This is an optimization exercise on Yosys and OpenROAD, whose aim is small area and a short achievable clock period, not a production implementation.
Only simulation tests tie the RTL to the original design; equivalence was not proved.
Power is estimated from default activity; no workload was simulated.

--- design/flow/run.sh ---
#!/bin/bash
# synth_recipe.tcl (not shown) runs the flow's synth.tcl, then flattens the netlist and writes it again
# the make line also repeats each setting of config.mk as NAME=value (left out here)
make -C /OpenROAD-flow-scripts/flow DESIGN_CONFIG=/design/flow/config.mk WORK_HOME=/design/flow/orfs CLKGATE_MAP_FILE= SYNTH_SCRIPT=/design/flow/synth_recipe.tcl finish
--- design/flow/constraint.sdc ---
create_clock -name core_clock -period 5.2 [get_ports {clk}]
set_input_delay 1.0400 -clock core_clock [delete_from_list [all_inputs] [get_ports {clk}]]
set_output_delay 1.0400 -clock core_clock [all_outputs]
set_load 0.01 [all_outputs]
--- design/flow/design.v ---
`default_nettype none
`timescale 1ns/1ps
package cpu_pkg;
	localparam logic [1:0] CL_OTHER = 2'b00;
	localparam logic [1:0] CL_LW    = 2'b01;
	localparam logic [1:0] CL_SW    = 2'b10;
	localparam logic [1:0] CL_ADDI  = 2'b11;
	localparam logic [2:0] SO_ADD = 3'd0;
	localparam logic [2:0] SO_SUB = 3'd1;
	localparam logic [2:0] SO_AND = 3'd2;
	localparam logic [2:0] SO_OR  = 3'd3;
	localparam logic [2:0] SO_SLT = 3'd4;
	localparam logic [2:0] SO_SLL = 3'd5;
	localparam logic [2:0] SO_BEQ = 3'd6;
	localparam logic [2:0] SO_J   = 3'd7;
endpackage
`default_nettype wire
`default_nettype none
`timescale 1ns/1ps
import cpu_pkg::*;
module cpu (
	input  wire logic                clk,
	input  wire logic                rst_n,
	input  wire logic                prog_we,
	input  wire logic [6-1:0] prog_addr,
	input  wire logic [31:0]         prog_data,
	output logic                     wb_valid,
	output logic [4:0]               wb_rd,
	output logic [31:0]              wb_data,
	output logic                     store_valid,
	output logic [31:0]              store_addr,
	output logic [31:0]              store_data
);
	logic [27:0] enc;
	always_comb begin
		enc = '0;  
		case (prog_data[31:26])
			6'h08: enc = {CL_ADDI, prog_data[25:0]};
			6'h2b: enc = {CL_SW, prog_data[25:0]};
			6'h23: enc = {CL_LW, prog_data[25:0]};
			6'h04: enc = {CL_OTHER, prog_data[25:16], prog_data[5:0], 7'd0, SO_BEQ};
			6'h02: enc = {CL_OTHER, 10'd0, prog_data[5:0], 7'd0, SO_J};
			6'h00: begin
				enc[27:6] = {CL_OTHER, prog_data[25:6]};
				case (prog_data[5:0])
					6'h22: enc[2:0] = SO_SUB;
					6'h24: enc[2:0] = SO_AND;
					6'h25: enc[2:0] = SO_OR;
					6'h2a: enc[2:0] = SO_SLT;
					6'h00: enc[2:0] = SO_SLL;
					default: enc[2:0] = SO_ADD;
				endcase
			end
			default: enc = '0;
		endcase
	end
	logic [27:0] imem [2**6];
	always_ff @(posedge clk) begin
		if (prog_we) begin
			imem[prog_addr] <= enc;
		end
	end
	logic [5:0]  pc;
	logic        d_valid;      
	logic [27:0] d_ins;
	logic [5:0]  d_pcn;
	logic        e_we;         
	logic        e_sw;
	logic        e_lw;
	logic        e_beq;
	logic        e_j;
	logic        e_arith, e_and, e_or, e_slt, e_sll;
	logic [4:0]  e_dst;
	logic [4:0]  e_shamt;
	logic [5:0]  e_tgt;
	logic [31:0] e_a;          
	logic [31:0] e_p;          
	logic        e_cin;
	logic [31:0] e_rt;
	logic        m_we;         
	logic        m_sw;
	logic        m_lw;
	logic        m_br;
	logic [5:0]  m_tgt;
	logic [4:0]  m_dst;
	logic [31:0] m_res;
	logic [31:0] m_rt;
	logic [63:0] m_sel;        
	logic        branch_taken;
	logic        jump_taken;
	assign branch_taken = m_br;
	assign jump_taken = e_j;
	logic [5:0] pc_plus1;
	assign pc_plus1 = pc + 6'd1;
	always_ff @(posedge clk) begin
		if (!rst_n) begin
			pc <= '0;
		end else if (branch_taken) begin
			pc <= m_tgt;
		end else if (jump_taken) begin
			pc <= e_tgt;
		end else begin
			pc <= pc_plus1;
		end
	end
	logic [63:0] pc_oh;
	always_ff @(posedge clk) begin
		for (int k = 0; k < 64; k++) begin
			if (!rst_n) begin
				pc_oh[k] <= k == 0;
			end else if (branch_taken) begin
				pc_oh[k] <= m_tgt == 6'(k);
			end else if (jump_taken) begin
				pc_oh[k] <= e_tgt == 6'(k);
			end else begin
				pc_oh[k] <= pc_oh[(k + 63) % 64];
			end
		end
	end
	logic [27:0] ins;
	always_comb begin
		ins = '0;
		for (int k = 0; k < 64; k++) ins |= {28{pc_oh[k]}} & imem[k];
	end
	logic [31:1] d_rs_oh;
	logic [31:1] d_rt_oh;
	always_ff @(posedge clk) begin
		d_valid <= rst_n & ~jump_taken & ~branch_taken;
		d_ins <= ins;
		d_pcn <= pc_plus1;
		for (int i = 1; i < 32; i++) begin
			d_rs_oh[i] <= ins[25:21] == 5'(i);
			d_rt_oh[i] <= ins[20:16] == 5'(i);
		end
	end
	logic [31:0] regs [1:31];
	logic [4:0]  rt, rd;
	logic [31:0] rs_data, rt_data;
	logic [1:0]  cls;
	logic [2:0]  so;
	logic        is_other, is_r, is_addi, is_lw, is_sw, is_beq, is_j;
	logic [4:0]  dst;
	logic [31:0] imm;
	assign rt = d_ins[20:16];
	assign rd = d_ins[15:11];
	assign cls = d_ins[27:26];
	assign so = d_ins[2:0];
	assign is_other = cls == CL_OTHER;
	assign is_addi = cls == CL_ADDI;
	assign is_lw = cls == CL_LW;
	assign is_sw = cls == CL_SW;
	assign is_r = is_other && so[2:1] != 2'b11;
	assign is_beq = is_other && so == SO_BEQ;
	assign is_j = is_other && so == SO_J;
	assign dst = is_other ? rd : rt;
	assign imm = {{16{d_ins[15]}}, d_ins[15:0]};
	always_comb begin
		rs_data = '0;
		rt_data = '0;
		for (int i = 1; i < 32; i++) begin
			rs_data |= {32{d_rs_oh[i]}} & regs[i];
			rt_data |= {32{d_rt_oh[i]}} & regs[i];
		end
	end
	always_ff @(posedge clk) begin
		for (int i = 1; i < 32; i++) begin
			if (wb_valid && wb_rd == 5'(i)) regs[i] <= wb_data;
		end
	end
	logic        inv;
	logic [31:0] opb;
	assign inv = is_other && (so == SO_SUB || so == SO_SLT);
	assign opb = is_other ? (rt_data ^ {32{inv}}) : imm;
	logic kill_d;
	assign kill_d = ~rst_n | jump_taken | branch_taken | ~d_valid;
	always_ff @(posedge clk) begin
		e_we <= ~kill_d & (is_r | is_addi | is_lw) & (dst != 5'd0);
		e_sw <= ~kill_d & is_sw;
		e_lw <= ~kill_d & is_lw;
		e_beq <= ~kill_d & is_beq;
		e_j <= ~kill_d & is_j;
		e_arith <= ~is_other | so == SO_ADD | so == SO_SUB;
		e_and <= is_other & so == SO_AND;
		e_or <= is_other & so == SO_OR;
		e_slt <= is_other & so == SO_SLT;
		e_sll <= is_other & so == SO_SLL;
		e_dst <= dst;
		e_shamt <= d_ins[10:6];
		e_tgt <= is_j ? d_ins[15:10] : d_pcn + d_ins[15:10];
		e_p <= rs_data ^ opb;
		e_a <= rs_data;
		e_cin <= inv;
		e_rt <= rt_data;
	end
	logic [31:0] e_g, c, sum, res;
	assign e_g = e_a & ~e_p;                            
	logic        lt, eq;
	always_comb begin
		logic [31:0] g, p, gn, pn;
		g = e_g;
		p = e_p;
		g[0] = g[0] | (p[0] & e_cin);
		for (int d = 1; d < 32; d = d * 2) begin
			gn = g;
			pn = p;
			for (int i = d; i < 32; i++) begin
				gn[i] = g[i] | (p[i] & g[i-d]);
				pn[i] = p[i] & p[i-d];
			end
			g = gn;
			p = pn;
		end
		c = {g[30:0], e_cin};
	end
	assign sum = e_p ^ c;                               
	assign lt = e_p[31] ? ~c[31] : e_g[31];             
	assign eq = e_p == 32'd0;                           
	always_comb begin
		res = ({32{e_arith}} & sum)
		    | ({32{e_and}} & e_g)
		    | ({32{e_or}} & (e_a | e_p))
		    | ({32{e_slt}} & {31'd0, lt})
		    | ({32{e_sll}} & (e_rt << e_shamt));
	end
	logic [63:0] dsel;
	always_comb begin
		for (int k = 0; k < 64; k++) dsel[k] = sum[7:2] == 6'(k);
	end
	logic kill_e;
	assign kill_e = ~rst_n | branch_taken;
	always_ff @(posedge clk) begin
		m_we <= ~kill_e & e_we;
		m_sw <= ~kill_e & e_sw;
		m_lw <= ~kill_e & e_lw;
		m_br <= ~kill_e & e_beq & eq;
		m_tgt <= e_tgt;
		m_dst <= e_dst;
		m_res <= res;
		m_rt <= e_rt;
		m_sel <= dsel;
	end
	logic [31:0] dmem [2**6];
	logic [31:0] ld;
	always_ff @(posedge clk) begin
		for (int k = 0; k < 64; k++) begin
			if (m_sw && m_sel[k]) dmem[k] <= m_rt;
		end
	end
	always_comb begin
		ld = '0;
		for (int k = 0; k < 64; k++) ld |= {32{m_sel[k]}} & dmem[k];
	end
	assign store_valid = m_sw;
	assign store_addr = m_res;
	assign store_data = m_rt;
	always_ff @(posedge clk) begin
		wb_valid <= rst_n & m_we;
		wb_rd <= m_dst;
		wb_data <= m_lw ? ld : m_res;
	end
endmodule
`default_nettype wire
--- design/flow/config.mk ---
export PLATFORM = sky130hd
export DESIGN_NAME = cpu
export DESIGN_NICKNAME = cpu
export VERILOG_FILES = /design/flow/design.v
export SDC_FILE = /design/flow/constraint.sdc
export NUM_CORES = 4
export LEC_CHECK = 0
export ABC_CLOCK_PERIOD_IN_PS = 2700
export CAP_MARGIN = 20
export CORE_MARGIN = 2
export CORE_UTILIZATION = 50
export CTS_CLUSTER_DIAMETER = 80
export CTS_CLUSTER_SIZE = 24
export SETUP_SLACK_MARGIN = 2.5
export SLEW_MARGIN = 20
==> results of run 1 <==
## worst max path at each step
stage / slack [ns] / end / from / depth (start not counted)
finish: 2.24 / dmem[29][24]$_DFFE_PP_ / m_sel[29]$_DFF_P_ / 3
global route: 2.34 / wb_data[21] / wb_data[21]$_DFF_P_ / 2
global placement: 1.07 / imem[23][23]$_DFFE_PP_ / prog_addr[0] / 4
floorplan: 2.13 / imem[0][0]$_DFFE_PP_ / prog_data[26] / 3
CTS: 2.13 / wb_data[12] / wb_data[12]$_DFF_P_ / 3
detailed placement: 1.02 / imem[23][23]$_DFFE_PP_ / prog_addr[0] / 4
## logic make-up (layout without fill, tap and decap cells)
kind of cell,count (synthesis),in the layout
DFF,5298,5298
adders and majority gates,7,7
xor gates and xnor gates,94,94
muxes,70,70
AOI/OAI and AO/OA,3235,3246
and+or+nand+nor,1700,1710
buffers and inverters,783,1557
other,0,74
## sequential cells by signal (all words and copies together), names as in the netlist, 64 cells and up
name,count
pc_oh,64
dmem,2048
regs,992
m_sel,64
imem,1792
## per-stage QoR
step / hold WS [ns] / util [%] / power, mW / instances
after CTS: 0.3338 / 56.47 / 93.12 / 17090
final: 0.3338 / 56.95 / 94.98 / 17250
after global routing: 0.3394 / 56.90 / 96.00 / 17190
after global placement: 0.3142 / 53.06 / 67.75 / 16380
after detailed placement: 0.3121 / 53.10 / 68.00 / 16380
after floorplan: 0.3096 / - / 58.65 / 11190
## power groups by stage
| stage | sequential [mW] | clock, mW | combinational [mW] |
|---|---|---|---|
| 3_5_place_dp | 53.7 | 0 | 14.3 |
| 3_3_place_gp | 53.8 | 0 | 14.0 |
| 4_1_cts | 52.6 | 23.8 | 16.7 |
| 2_1_floorplan | 52.6 | 0 | 6.03 |
| 5_1_grt | 52.8 | 25.1 | 18.1 |
| 6_report | 52.9 | 24.0 | 18.0 |
## worst max-delay path: cells and delay by family (launching register included)
family / cells / cell delay (ns)
buffers and inverters: 2 / 0.93
flip-flops: 1 / 0.74
AND/OR/NAND/NOR: 1 / 0.89
## cells in the mapped netlist, types with 45 or more instances
master    instances
a21oi_1          96
a221oi_1        720
a222oi_1        108
a22o_1          694
a22oi_1        1386
and2_1           92
buf_1           155
buf_2           101
clkbuf_1        477
dfxtp_1         466
edfxtp_1       4832
nand2_1         208
nand3_1         335
nand4_1         356
nor2_1          355
nor2b_1          50
nor3_1           58
nor4_1           45
o21ai_0          76
or4_1            94
xnor2_1          56
## what timing repair did
item,4_1_cts,5_1_grt
pin swaps,69,44
setup endpoints to repair,3460,1698
cloned,47,10
setup buffers,220,82
resized for setup,988,181
## layout make-up
class,count,share of cell area [%]
Antenna cell,74,0.08376
Clock buffer,398,3.301
Inverter,41,0.07017
Tap cell,5197,2.941
Clock inverter,38,0.2411
Sequential cell,5298,70.23
Multi-Input combinational cell,5127,17.90
Timing Repair Buffer,1080,5.236
## layer usage
metal | part of all wire [%] | vias to the layer above
met1 | 31 | 68740
li1 | - | 48390
met3 | 18 | 3998
met5 | 0.050 | -
met4 | 9.1 | 60
met2 | 42 | 16000
==> run summary, run 1 <==
- DIE WIDTH: around 630 um
- PortBufs: 143
- Routed wire per std cell: roughly 53 um
- Top Usage Layer GRT: met2
- NetSw: approximately 29 mW
- DP HPWL: 514000 um
- Clock skew: between 0.07 and 0.08 ns
- Initial drt markers: 32380
- Number of global-route vias before repair: 125300
- Layout fillers: ~30000
- Commonest cells after routing, fill and taps aside: edfxtp_1 (4832), a22oi_1 (1384), a22o_1 (685)
- Leak: 66.25 nW
- Largest family of logic cells by synthesized area: compound AO/OA/AOI/OAI gates
- CTS buffer count: about 270
- Routed Wire Length: 913600 um
- YS warnings: 3
- M3 GR Usage: 18.70%
- Reg-to-reg slack, setup: ~2.2 ns
- Multi-input gate area: ~40000 um2
- Die H: 627.8 um
- Number of synthesized flops with an enable pin: roughly 4800
- Max_cap viols: 0
- Setup Crit Path Kind: register to register
- Combinational power share: between 10% and 20%
- WHS Path Cells: 0
- Post-synth top area share: 74.59%
- Design area: roughly 220000 um2
- Clk pin slew, worst setup/hold paths: approximately 0.10 ns
- Worst skew pair latency: 1.00 ns
- Syn Nets: 11240
- Xor/xnor share of the synthesized area: less than 1%
- # hold bufs at CTS: 0
- Worst-margin pin slew: about 1.3 ns
- RSZ-0062 raised after global routing: true
- Status: no timing/DRC/antenna violations
- First-pass GRT wire length: around 1200000 um
- Die area: 394100 um2
- Final nets: ~12000
- CTS tree: yes
- CTS H-Tree Depth: 5
- Mapped Avg Cell Area: between 15 and 20 um2
- Largest cells by area after synthesis: edfxtp_1 (75%), a22oi_1 (5.3%), dfxtp_1 (4.8%)
- GRT Util Overall: a little under half
- Clk pwr share: ~25%
- GRT Residual Overflow: 0
- Core area: 388200 um2
- Post-Place Worst Slack: a little over 1 ns
- Num ports: ~140
- Post-synth cell types: 92
- CP max-delay cell: and2_4
- Root Driver: clkbuf_16
- Max stage delay on crit path: a little under 0.9 ns
- Initial Utilization: about 50%
- Hold Crit Start: m_dst[0]$_DFF_P_
- Sw frac: between 30% and 40%
- Final WS setup: around 2.2 ns
- Cell Pwr Density: roughly 430 nW/um2
- Cells along the critical path: buf_4 > and2_4 > buf_4
- Part of the cycle the worst path needs: between 50% and 60%
- Fmax: ~340 MHz
- Critical Path End Type: register
- Total clock sinks: roughly 5300
- Setup TNS: 0 ns
- GR Util met2: between 60 and 70%
- Fraction of layout cells with a size suffix above 1: ~18%
- Mux cell area share after synthesis: 0.5570%
- Sequential share of the synthesized area: about four fifths
- Storage element area: between 150000 and 200000 um2
- Clk buf depth: 4
- WHS Endpoint: wb_rd[0]$_DFF_P_
- Synth Area in Compound Gates: a little over an eighth
- Peak VDD IR: ~380 uV
- Largest net degree at the start of global routing: 65
- Post-Syn Instances: ~11000
- Hold/Removal Path Class: register to register
- #FFs+latches synth: 5298
- Hold Vio Cnt, Final: 0
- Vias: about 140k
- Synthesis-to-layout area growth: 13.65%
- Slew HR: between 10% and 20%
- Initial antenna violation count: 72
- Simple logic cell fraction of the synthesized area: 4.615%
- Post-DRT Antenna Nets: 0
- Crit-path most repeated cell: buf_4
- Register share of total power: 55.7%
- Critical Path RT: between 5 and 6 ns
- Residual DRC count: 0
- Met1 GRT Util: between 50 and 60%
- Synth Flop Type: edfxtp_1
- Crit path time final: 2.957 ns
- RePlAce Congestion: just under 1
- Ys async rst share: 0%
- Data arrival, critical path: about 3.6 ns
- Reg2reg start: m_sel[29]$_DFF_P_
- Rows: approximately 230
- Post-DP Area: approximately 200000 um2
- R2r worst-path depth: 3
- Reg-to-reg critical path endpoint: dmem[29][24]$_DFFE_PP_
- Final Setup Violations: 0
- Crit Path Max Fanout: 24
- Adder-cell share of the synthesized area: less than 1%
- Final number of max-transition violations: 0
- First-pass DRT Iterations: 14
- Post-synth top area cell: edfxtp_1
- Startpoint Class: register
- Int Pwr: 65.73 mW
- Vias/cell: ~8.0
- Most common cell after layout, fill and taps aside: edfxtp_1
- Post-synthesis instance area: between 150000 and 200000 um2
==> inputs of run 2 (changes only) <==
--- a/design/flow/design.v
+++ b/design/flow/design.v
@@ -85,7 +85,13 @@
 	logic [4:0]  m_dst;
 	logic [31:0] m_res;
 	logic [31:0] m_rt;
-	logic [63:0] m_sel;        
+	logic [31:0] m_wd;         
+	logic [31:1] w_oh;         
+	logic [31:0] w_data;       
+	logic [7:0]  m_lo;         
+	logic [7:0]  m_rhi;        
+	logic [7:0]  m_whi;        
+	logic        m_aw;         
 	logic        branch_taken;
 	logic        jump_taken;
 	assign branch_taken = m_br;
@@ -103,34 +109,47 @@
 			pc <= pc_plus1;
 		end
 	end
-	logic [63:0] pc_oh;
-	always_ff @(posedge clk) begin
-		for (int k = 0; k < 64; k++) begin
+	logic [7:0] pc_lo, pc_hi;
+	always_ff @(posedge clk) begin
+		for (int k = 0; k < 8; k++) begin
 			if (!rst_n) begin
-				pc_oh[k] <= k == 0;
+				pc_lo[k] <= k == 0;
+				pc_hi[k] <= k == 0;
 			end else if (branch_taken) begin
-				pc_oh[k] <= m_tgt == 6'(k);
+				pc_lo[k] <= m_tgt[2:0] == 3'(k);
+				pc_hi[k] <= m_tgt[5:3] == 3'(k);
 			end else if (jump_taken) begin
-				pc_oh[k] <= e_tgt == 6'(k);
+				pc_lo[k] <= e_tgt[2:0] == 3'(k);
+				pc_hi[k] <= e_tgt[5:3] == 3'(k);
 			end else begin
-				pc_oh[k] <= pc_oh[(k + 63) % 64];
+				pc_lo[k] <= pc_lo[(k + 7) % 8];
+				pc_hi[k] <= pc_lo[7] ? pc_hi[(k + 7) % 8] : pc_hi[k];
 			end
 		end
 	end
 	logic [27:0] ins;
 	always_comb begin
 		ins = '0;
-		for (int k = 0; k < 64; k++) ins |= {28{pc_oh[k]}} & imem[k];
-	end
-	logic [31:1] d_rs_oh;
-	logic [31:1] d_rt_oh;
+		for (int h = 0; h < 8; h++) begin
+			logic [27:0] grp;
+			grp = '0;
+			for (int l = 0; l < 8; l++) grp |= {28{pc_lo[l]}} & imem[8 * h + l];
+			ins |= {28{pc_hi[h]}} & grp;
+		end
+	end
+	logic [7:0] d_rs_lo, d_rt_lo;
+	logic [3:0] d_rs_hi, d_rt_hi;
 	always_ff @(posedge clk) begin
 		d_valid <= rst_n & ~jump_taken & ~branch_taken;
 		d_ins <= ins;
 		d_pcn <= pc_plus1;
-		for (int i = 1; i < 32; i++) begin
-			d_rs_oh[i] <= ins[25:21] == 5'(i);
-			d_rt_oh[i] <= ins[20:16] == 5'(i);
+		for (int k = 0; k < 8; k++) begin
+			d_rs_lo[k] <= ins[23:21] == 3'(k);
+			d_rt_lo[k] <= ins[18:16] == 3'(k);
+		end
+		for (int k = 0; k < 4; k++) begin
+			d_rs_hi[k] <= ins[25:24] == 2'(k);
+			d_rt_hi[k] <= ins[20:19] == 2'(k);
 		end
 	end
 	logic [31:0] regs [1:31];
@@ -157,14 +176,23 @@
 	always_comb begin
 		rs_data = '0;
 		rt_data = '0;
+		for (int h = 0; h < 4; h++) begin
+			logic [31:0] gs, gt;
+			gs = '0;
+			gt = '0;
+			for (int l = 0; l < 8; l++) begin
+				if (8 * h + l != 0) begin
+					gs |= {32{d_rs_lo[l]}} & regs[8 * h + l];
+					gt |= {32{d_rt_lo[l]}} & regs[8 * h + l];
+				end
+			end
+			rs_data |= {32{d_rs_hi[h]}} & gs;
+			rt_data |= {32{d_rt_hi[h]}} & gt;
+		end
+	end
+	always_ff @(posedge clk) begin
 		for (int i = 1; i < 32; i++) begin
-			rs_data |= {32{d_rs_oh[i]}} & regs[i];
-			rt_data |= {32{d_rt_oh[i]}} & regs[i];
-		end
-	end
-	always_ff @(posedge clk) begin
-		for (int i = 1; i < 32; i++) begin
-			if (wb_valid && wb_rd == 5'(i)) regs[i] <= wb_data;
+			if (w_oh[i]) regs[i] <= w_data;
 		end
 	end
 	logic        inv;
@@ -222,9 +250,12 @@
 		    | ({32{e_slt}} & {31'd0, lt})
 		    | ({32{e_sll}} & (e_rt << e_shamt));
 	end
-	logic [63:0] dsel;
-	always_comb begin
-		for (int k = 0; k < 64; k++) dsel[k] = sum[7:2] == 6'(k);
+	logic [7:0] dlo, dhi;
+	always_comb begin
+		for (int k = 0; k < 8; k++) begin
+			dlo[k] = sum[4:2] == 3'(k);
+			dhi[k] = sum[7:5] == 3'(k);
+		end
 	end
 	logic kill_e;
 	assign kill_e = ~rst_n | branch_taken;
@@ -237,18 +268,27 @@
 		m_dst <= e_dst;
 		m_res <= res;
 		m_rt <= e_rt;
-		m_sel <= dsel;
+		m_wd <= e_rt & {32{e_sw}};
+		m_lo <= dlo;
+		m_rhi <= dhi & {8{e_lw}};
+		m_whi <= dhi & {8{~kill_e & e_sw}};
+		m_aw <= ~kill_e & e_we & ~e_lw;
 	end
 	logic [31:0] dmem [2**6];
 	logic [31:0] ld;
 	always_ff @(posedge clk) begin
 		for (int k = 0; k < 64; k++) begin
-			if (m_sw && m_sel[k]) dmem[k] <= m_rt;
+			if (m_whi[k / 8] && m_lo[k % 8]) dmem[k] <= m_wd;
 		end
 	end
 	always_comb begin
 		ld = '0;
-		for (int k = 0; k < 64; k++) ld |= {32{m_sel[k]}} & dmem[k];
+		for (int h = 0; h < 8; h++) begin
+			logic [31:0] grp;
+			grp = '0;
+			for (int l = 0; l < 8; l++) grp |= {32{m_lo[l]}} & dmem[8 * h + l];
+			ld |= {32{m_rhi[h]}} & grp;
+		end
 	end
 	assign store_valid = m_sw;
 	assign store_addr = m_res;
@@ -256,7 +296,9 @@
 	always_ff @(posedge clk) begin
 		wb_valid <= rst_n & m_we;
 		wb_rd <= m_dst;
-		wb_data <= m_lw ? ld : m_res;
+		wb_data <= ld | (m_res & {32{~m_lw}});
+		w_data <= ld | (m_res & {32{m_aw}});
+		for (int i = 1; i < 32; i++) w_oh[i] <= rst_n & m_we & (m_dst == 5'(i));
 	end
 endmodule
 `default_nettype wire
==> design/flow/flow/run.sh (new file) <==
#!/bin/bash
# The standard layout, with plain buffers (not delay cells) on the ports and
# the resizer free to swap a cell for one of another footprint.
set -euo pipefail
bash standard.sh MATCH_CELL_FOOTPRINT=0 \
	"BUFFER_PORTS_ARGS=-buffer_cell sky130_fd_sc_hd__buf_4" \
	finish > standard.log 2>&1
==> design/flow/standard.sh (new file) <==
#!/bin/bash
# synth_recipe.tcl (not shown) runs the flow's synth.tcl, then flattens the netlist and writes it again
# the make line also repeats each setting of config.mk as NAME=value (left out here)
make -C /OpenROAD-flow-scripts/flow DESIGN_CONFIG=/design/flow/config.mk WORK_HOME=/design/flow/orfs CLKGATE_MAP_FILE= SYNTH_SCRIPT=/design/flow/synth_recipe.tcl "${@:-finish}"
==> design/flow/config.mk (replaced) <==
export PLATFORM = sky130hd
export DESIGN_NAME = cpu
export DESIGN_NICKNAME = cpu
export VERILOG_FILES = /design/flow/design.v
export SDC_FILE = /design/flow/constraint.sdc
export NUM_CORES = 4
export LEC_CHECK = 0
export ABC_CLOCK_PERIOD_IN_PS = 2500
export CAP_MARGIN = 20
export CORE_MARGIN = 2
export CORE_UTILIZATION = 45
export CTS_CLUSTER_DIAMETER = 80
export CTS_CLUSTER_SIZE = 24
export SETUP_SLACK_MARGIN = 2.7
export SLEW_MARGIN = 20
removed: design/flow/run.sh
==> run 2 against run 1 <==
Still clean. Sequential power fell by 4.2%. Combinational power decreased by 5%. Critical endpoint is now wb_data[17]$_DFF_P_. Largest cell class unchanged. Non-clock buffer count fell by 225. Wire length shrank 24%. Setup slack improved by 0.29 ns. Synthesized cell count up 3.5%. Clock power decreased by 3%. Final cell count rose by 3.0%. Critical path depth is 4 higher. Area after synthesis grew 0.25%. Register-to-register slack improved by 0.29 ns. Fmax up 11%.
==> run summary, run 2 <==
- Initial Utilization: 45.23%
- Cells along the critical path: buf_4 > buf_12 > a22oi_2 > nand4_1 > a22oi_2 > and4_4 > o21ai_1
- Synthesis-to-layout area growth: 12.73%
- Critical Path End Type: register
- Max stage delay on crit path: 0.66 ns
- WHS: around 0.34 ns
- Number of global-route vias before repair: approximately 120k
- Part of the cycle the worst path needs: between 50% and 60%
- Rows: about 240
- Worst-margin pin slew: about 1.2 ns
- Clk buf depth: 4
- Most common cell after layout, fill and taps aside: edfxtp_1
- Leak: roughly 64 nW
- Mapped Avg Cell Area: roughly 17 um2
- Post-Place Worst Slack: 0.8677 ns
- Final Setup Violations: 0
- Total clock sinks: 5268
- R2r worst-path depth: 7
- Hold Vio Cnt, Final: 0
- Syn Nets: 11620
- Num ports: about 140
- Final nets: between 10000 and 15000
- Most numerous cell in the Yosys netlist: edfxtp_1
- Initial antenna violation count: 47
- Multi-input gate area: 40100 um2
- CP max-delay cell: a22oi_2
- Largest cells by area after synthesis: edfxtp_1 (74%), a22oi_1 (12%), dfxtp_1 (4.5%)
- First-pass GRT wire length: around 930000 um
- Cell Pwr Density: 414.3 nW/um2
- Storage element area: 154400 um2
- Synth top cells by count: edfxtp_1 (4832), a22oi_1 (3169), nand4_1 (703)
- Setup Crit Path Kind: register to register
- Worst skew pair latency: 1.00 ns
- Vias: between 100k and 150k
- Final WS setup: about 2.5 ns
- Post-DRT Antenna Nets: 0
- Crit-path most repeated cell: a22oi_2
- GRT Residual Overflow: 0
- Fmax: between 300 and 400 MHz
- Die area: ~440000 um2
- RePlAce Congestion: between 0.9 and 1
- Slew HR: about 20%
- Commonest cells after routing, fill and taps aside: edfxtp_1 (4832), a22oi_1 (2988), nand4_1 (703)
- Register with the most flip-flops: dmem
- Peak VDD IR: ~270 uV
- Vias/cell: around 7.0
- CTS H-Tree Depth: 5
- DIE WIDTH: ~660 um
- Layout fillers: about 34000
- Routed wire per std cell: around 39 um
- Core area: about 430000 um2
- Post-synth top area share: 74.40%
- Worst setup startpoint: m_lo[4]$_DFF_P_
- Routed Wire Length: between 600000 and 700000 um
- CTS buffer count: around 270
- Residual DRC count: 0
- #FFs+latches synth: about 5300
- Clock skew: roughly 0.12 ns
- Largest net degree at the start of global routing: 93
- Reg-to-reg critical path endpoint: wb_data[17]$_DFF_P_
- Data arrival, critical path: approximately 3.5 ns
- Reg-to-reg slack, setup: 2.53 ns
- Post-synthesis instance area: 195000 um2
- Number of synthesized flops with an enable pin: around 4800
- Critical Path RT: 6.02 ns
- Initial drt markers: around 22000
- Largest regs: dmem: 2048 flops, imem: 1792 flops, regs: 992 flops
- Max_cap viols: 0
- Sequential share of the synthesized area: 78.87%
- Root Driver: clkbuf_16
- Synth Flop Type: edfxtp_1
- Die H: 662.3 um
- Crit Path Max Fanout: 46
- Ys async rst share: 0%
- YS warnings: 3
- Startpoint Class: register
- Fraction of layout cells with a size suffix above 1: around 16%
- Status: no timing/DRC/antenna violations
- Max FFs per register: between 2000 and 2500
- Crit path time final: ~2.7 ns
- Critical Path Sink: wb_data[17]$_DFF_P_
- Final number of max-transition violations: 0
- CTS tree: yes
- Hold/Removal Path Class: register to register
- Setup TNS: 0 ns
- Post-Syn Instances: between 10000 and 15000
- First-pass DRT Iterations: 9
- Clk pin slew, worst setup/hold paths: ~0.10 ns
- Post-synth cell types: 92
- GRT Util Overall: approximately 30%
- RSZ-0062 raised after global routing: true
- PortBufs: 143
- Reg2reg start: m_lo[4]$_DFF_P_
- Post-synth top area cell: edfxtp_1
- DP HPWL: ~370000 um
==> run 2: changes by cell type after synthesis, moves of 60 or more <==
cell	previous run	this run
nand2_1	208	279
clkbuf_1	477	679
nand3_1	335	88
buf_2	101	40
nand4_1	356	703
or4_1	94	1
a22o_1	694	14
buf_1	155	95
a221oi_1	720	9
nor2_1	355	214
a22oi_1	1386	3169
==> run 2: cells by family (layout without fill, tap and decap cells) <==
logic type | count (synthesis) | after routing | share of synthesized area, %
DFF | 5268 | 5268 | 78.87
buffers and inverters | 896 | 1332 | 1.770
other | 0 | 25 | 0
and+or+nand+nor | 1602 | 1616 | 4.523
xor gates and xnor gates | 99 | 99 | 0.4446
adders and majority gates | 7 | 7 | 0.04875
muxes | 77 | 77 | 0.4997
AOI/OAI and AO/OA | 3626 | 3629 | 13.84
==> run 2: routing by layer <==
layer | global-route usage, % | up-vias | wire length (um)
met5 | 0 | - | 103
met4 | 15.56 | 14 | 43260
met3 | 6.966 | 1680 | 87920
met2 | 45.41 | 9589 | 310200
met1 | 40.46 | 63470 | 249200
li1 | - | 48790 | -
==> run 2: power by group <==
group	internal, mW	total (mW)	switching (mW)
logic	6.06	17.1	11.0
clock network	9.84	23.3	13.5
registers	47.9	50.7	2.80
total	63.8	91.1	27.3
==> run 2: critical path: cells and delay by family (launching register included) <==
| family | cells | cell delay, ns |
|---|---|---|
| AO/OA/AOI/OAI | 3 | 0.93 |
| flip-flops | 1 | 0.40 |
| AND/OR/NAND/NOR | 2 | 0.73 |
| buffers and inverters | 2 | 0.34 |
==> run 2: how the worst min path moves through the flow <==
stage,from,to,slack [ns],cells past startpoint
floorplan,e_dst[0]$_DFF_P_,m_dst[0]$_DFF_P_,0.31,0
global placement,e_dst[1]$_DFF_P_,m_dst[1]$_DFF_P_,0.32,0
detailed placement,e_dst[1]$_DFF_P_,m_dst[1]$_DFF_P_,0.32,0
CTS,e_dst[0]$_DFF_P_,m_dst[0]$_DFF_P_,0.35,0
global route,e_dst[0]$_DFF_P_,m_dst[0]$_DFF_P_,0.35,0
finish,e_dst[0]$_DFF_P_,m_dst[0]$_DFF_P_,0.34,0
==> run 2: layout make-up <==
cell class,instances,area share [%]
inverters,73,0.1258
clock buffers,361,3.204
flip-flops and latches,5268,70.22
repair buffers,855,4.663
clock inverters,43,0.2726
multi-input cells,5428,18.24
diodes,25,0.02845
well taps,5710,3.249
==> run 2: what timing repair did <==
| action | in CTS | in global routing |
|---|---|---|
| gates resized for setup | 600 | 243 |
| setup endpoints to repair | 2840 | 910 |
| pin swaps | 111 | 146 |
| hold buffers | 0 | 0 |
| buffers inserted | 168 | 112 |
| cloned | 20 | 32 |
==> run 2: through the flow <==
stage / std cells / util [%] / power (mW) / area, um2
CTS: 17580 / 50.28 / 89.49 / 216800
detailed placement: 16990 / 47.52 / 65.38 / 204900
finish: 17760 / 50.99 / 91.10 / 219900
floorplan: 11580 / - / 57.57 / 195400
global route: 17750 / 50.98 / 93.13 / 219800
global placement: 16980 / 47.44 / 65.20 / 204600
==> inputs of run 3 (changes only) <==
--- a/design/flow/design.v
+++ b/design/flow/design.v
@@ -89,7 +89,7 @@
 	logic [31:1] w_oh;         
 	logic [31:0] w_data;       
 	logic [7:0]  m_lo;         
-	logic [7:0]  m_rhi;        
+	logic [63:0] m_rsel;       
 	logic [7:0]  m_whi;        
 	logic        m_aw;         
 	logic        branch_taken;
@@ -270,7 +270,7 @@
 		m_rt <= e_rt;
 		m_wd <= e_rt & {32{e_sw}};
 		m_lo <= dlo;
-		m_rhi <= dhi & {8{e_lw}};
+		for (int k = 0; k < 64; k++) m_rsel[k] <= dhi[k / 8] & dlo[k % 8] & e_lw;
 		m_whi <= dhi & {8{~kill_e & e_sw}};
 		m_aw <= ~kill_e & e_we & ~e_lw;
 	end
@@ -283,12 +283,7 @@
 	end
 	always_comb begin
 		ld = '0;
-		for (int h = 0; h < 8; h++) begin
-			logic [31:0] grp;
-			grp = '0;
-			for (int l = 0; l < 8; l++) grp |= {32{m_lo[l]}} & dmem[8 * h + l];
-			ld |= {32{m_rhi[h]}} & grp;
-		end
+		for (int k = 0; k < 64; k++) ld |= {32{m_rsel[k]}} & dmem[k];
 	end
 	assign store_valid = m_sw;
 	assign store_addr = m_res;
==> run 3 against run 2 <==
Setup slack worse by 0.091 ns. Total power down 5.2%. Clock skew down 0.043 ns. Critical path depth up 2. Cell area up 1.1%. Flip-flop and latch count up 56. Via count up 5.3%. Wire length up 15%. Area after synthesis up 0.42%.
==> run summary, run 3 <==
- Fmax: ~360 MHz
- Synthesis-to-layout area growth: 13.52%
- #FFs+latches synth: 5324
- Worst skew pair latency: ~1.0 ns
- Register with the most flip-flops: dmem
- Post-synth top area share: between 70% and 80%
- Most numerous cell in the Yosys netlist: edfxtp_1
- Initial drt markers: between 20000 and 30000
- Critical Path RT: between 6 and 7 ns
- CTS buffer count: about 270
- Post-synthesis instance area: slightly below 200000 um2
- First-pass DRT Iterations: 9
- First-pass GRT wire length: just over 1000000 um
- Multi-input gate area: 40420 um2
- Hold/Removal Path Class: register to register
- YS warnings: 3
- Most common cell after layout, fill and taps aside: edfxtp_1
- Initial Utilization: between 40% and 50%
- Routed wire per std cell: 45.08 um
- Startpoint Class: register
- R2r worst-path depth: 9
- Synth top cells by count: edfxtp_1 (4832), a22oi_1 (1945), clkbuf_1 (615)
- Num ports: approximately 140
- GRT Residual Overflow: 0
- Data arrival, critical path: roughly 3.6 ns
- Status: no timing/DRC/antenna violations
- GR Util met2: roughly 50%
- Layout fillers: about 34000
- Post-synth top area cell: edfxtp_1
- Final number of max-transition violations: 0
- Max FFs per register: approximately 2000
- Core area: roughly 430000 um2
- Total clock sinks: between 5000 and 6000
- Reg-to-reg slack, setup: roughly 2.4 ns
- Post-synth cell types: slightly below 90
- Residual DRC count: 0
- Clk buf depth: 4
- Mapped Avg Cell Area: between 15 and 20 um2
- Number of global-route vias before repair: approximately 120k
- DP HPWL: a little over 400000 um
- Largest cells by area after synthesis: edfxtp_1 (74%), a22oi_1 (7.5%), dfxtp_1 (5.0%)
- Max_cap viols: 0
- Crit Path Max Fanout: 24
- Rows: ~240
- Leak: 66.60 nW
- Storage element area: ~160000 um2
- GRT Util Overall: around a third
- Vias/cell: 7.369
- Number of synthesized flops with an enable pin: between 4000 and 5000
- Die area: around 440000 um2
- Part of the cycle the worst path needs: between 50% and 60%
- Ys async rst share: 0%
- Sequential share of the synthesized area: 79.12%
- Final Setup Violations: 0
- Largest regs: dmem: 2048 flops, imem: 1792 flops, regs: 992 flops
- Cell Pwr Density: around 390 nW/um2
- Design area: between 200000 and 250000 um2
- Peak VDD IR: 307.3 uV
- Crit path time final: 2.761 ns
- Hold Vio Cnt, Final: 0
- Commonest cells after routing, fill and taps aside: edfxtp_1 (4832), a22oi_1 (1825), a22o_1 (520)
- Largest net degree at the start of global routing: 97
- CTS tree: yes
- Syn Nets: 11330
- Clock skew: around 0.079 ns
- Root Driver: clkbuf_16
- PortBufs: about 140
- CTS H-Tree Depth: 5
- Worst-margin pin slew: ~1.4 ns
- M3 GR Usage: about a tenth
- Critical Path End Type: register
- RePlAce Congestion: between 0.9 and 1
- Top Usage Layer GRT: met2
- Synth Flop Type: edfxtp_1
- Final nets: between 10000 and 15000
- Setup Crit Path Kind: register to register
- Post-DRT Antenna Nets: 0
- Routed Wire Length: 795700 um
- Initial antenna violation count: 52
- Die H: 663.7 um
- WHS Path Cells: 0
- Setup TNS: 0 ns
- RSZ-0062 raised after global routing: true
- Post-DP Area: roughly 200000 um2
- Vias: between 100k and 150k
- Met1 GRT Util: between 40% and 50%
- Post-Syn Instances: about 11000
- Fraction of layout cells with a size suffix above 1: between 10% and 20%
- DIE WIDTH: roughly 660 um
- Slew HR: between 7 and 8%
- Clk pin slew, worst setup/hold paths: about 0.1 ns
## run 3: cell types whose count changed after synthesis, moves of 64 or more
cell and change:
or4_1 +65, a22o_1 +516, nand4_1 -223, a221oi_1 +519
clkbuf_1 -64, a22oi_1 -1224, nand2_1 -98, a41oi_1 +100
## run 3: worst paths after layout
kind	startpoint	to
hold / removal	e_dst[4]$_DFF_P_	m_dst[4]$_DFF_P_
hold reg to reg	e_dst[4]$_DFF_P_	m_dst[4]$_DFF_P_
setup reg to reg	pc_lo[1]$_SDFF_PN0_	d_rs_lo[0]$_DFF_P_
setup / recovery	pc_lo[1]$_SDFF_PN0_	d_rs_lo[0]$_DFF_P_
## run 3: area by class of cell
cell class                 instances  area share (%)
sequential                      5324           70.01
multi-input combinational       5151           18.18
timing repair buffer             906           4.866
clock buffer                     398           3.350
tap                             5734           3.227
clock inverter                    39          0.2133
inverter                          49         0.09230
antenna                           51         0.05740
## run 3: worst max-delay path, stage by stage, from the launching register on
cell and delay (ns):
dfxtp_4 0.45, buf_6 0.18, buf_16 0.17, a22oi_1 0.20, nand4_1 0.25, a22o_4 0.33
a221o_1 0.30, nor2_4 0.24, inv_2 0.13, nor3_1 0.34
## run 3: metrics by stage
step,power [mW],std cells,utilization [%],worst slack (ns),hold slack [ns]
global placement,60.63,16790,47.37,1.259,0.3151
detailed placement,60.78,16800,47.38,1.287,0.3143
CTS,85.21,17450,50.49,2.491,0.3341
global route,87.86,17610,51.21,2.497,0.3439
finish,86.32,17650,51.24,2.439,0.3298
floorplan,55.25,11280,-,1.979,0.3096
## run 3: repair_timing
item                                     CTS  global route
endpoints found under the setup margin  1098          1146
cloned                                    24            23
gates resized for setup                  804           274
pin swaps                                 91           161
hold buffers                               0             0
setup buffers                            192           122
## run 3: kinds of logic after synthesis
family | synth area share [%]
flip-flops | 79.12
AO/OA/AOI/OAI | 14.40
AND/OR/NAND/NOR | 3.847
buffers and inverters | 1.586
XOR/XNOR | 0.4606
multiplexers | 0.5392
adder cells (fa/ha/maj) | 0.04855
## run 3: power by group
group	leakage (nW)	switching, mW	total [mW]	internal, mW
logic	17.5	6.87	11.0	4.18
clock network	3.83	13.8	24.1	10.3
registers	45.3	3.01	51.2	48.2
## run 3: per-layer routing
metal,vias to the layer above,wire length (um),share of wire [%]
li1,48380,-,-
met1,66530,265600,33
met4,20,60560,7.6
met2,12440,347800,44
met3,2694,121500,15
met5,-,187,0.024

-- re-timing with driven ports --
How much do the figures lean on ideal ports? The routed layouts below were timed once more, with nothing changed but the port constraints. Step 1 (the two cells are an assumption about what drives the block):
set clk [get_ports {clk}]
set_driving_cell -lib_cell sky130_fd_sc_hd__clkbuf_16 $clk
set_driving_cell -lib_cell sky130_fd_sc_hd__buf_2 [delete_from_list [all_inputs] $clk]
Step 2 moves the port delays by t, midway between the first and last clock arrival at a register: inputs arrive t later, outputs are due t later. That takes back most of the time a late clock gives input paths. Slacks: ideal ports / drivers / drivers and shift; pairs: ideal ports / drivers.
run | shift t [ns] | slack for setup (ns) | worst hold slack (ns) | worst setup path after step 2 | worst slew at a driven data input, ns
run 1 | 1.071 | 2.243 / 2.217 / 1.292 | 0.334 / 0.334 / 0.334 | input to register | 0.28
run 2 | 1.047 | 2.530 / 2.499 / 1.662 | 0.341 / 0.341 / 0.341 | input to register | 0.08
run 3 | 1.099 | 2.439 / 2.398 / 1.523 | 0.330 / 0.330 / 0.330 | input to register | 0.27
After both steps every run listed still meets setup and hold. For run 1, which loses most, drivers alone change the setup slack by -0.026 ns; drivers and shift together by -0.951 ns.
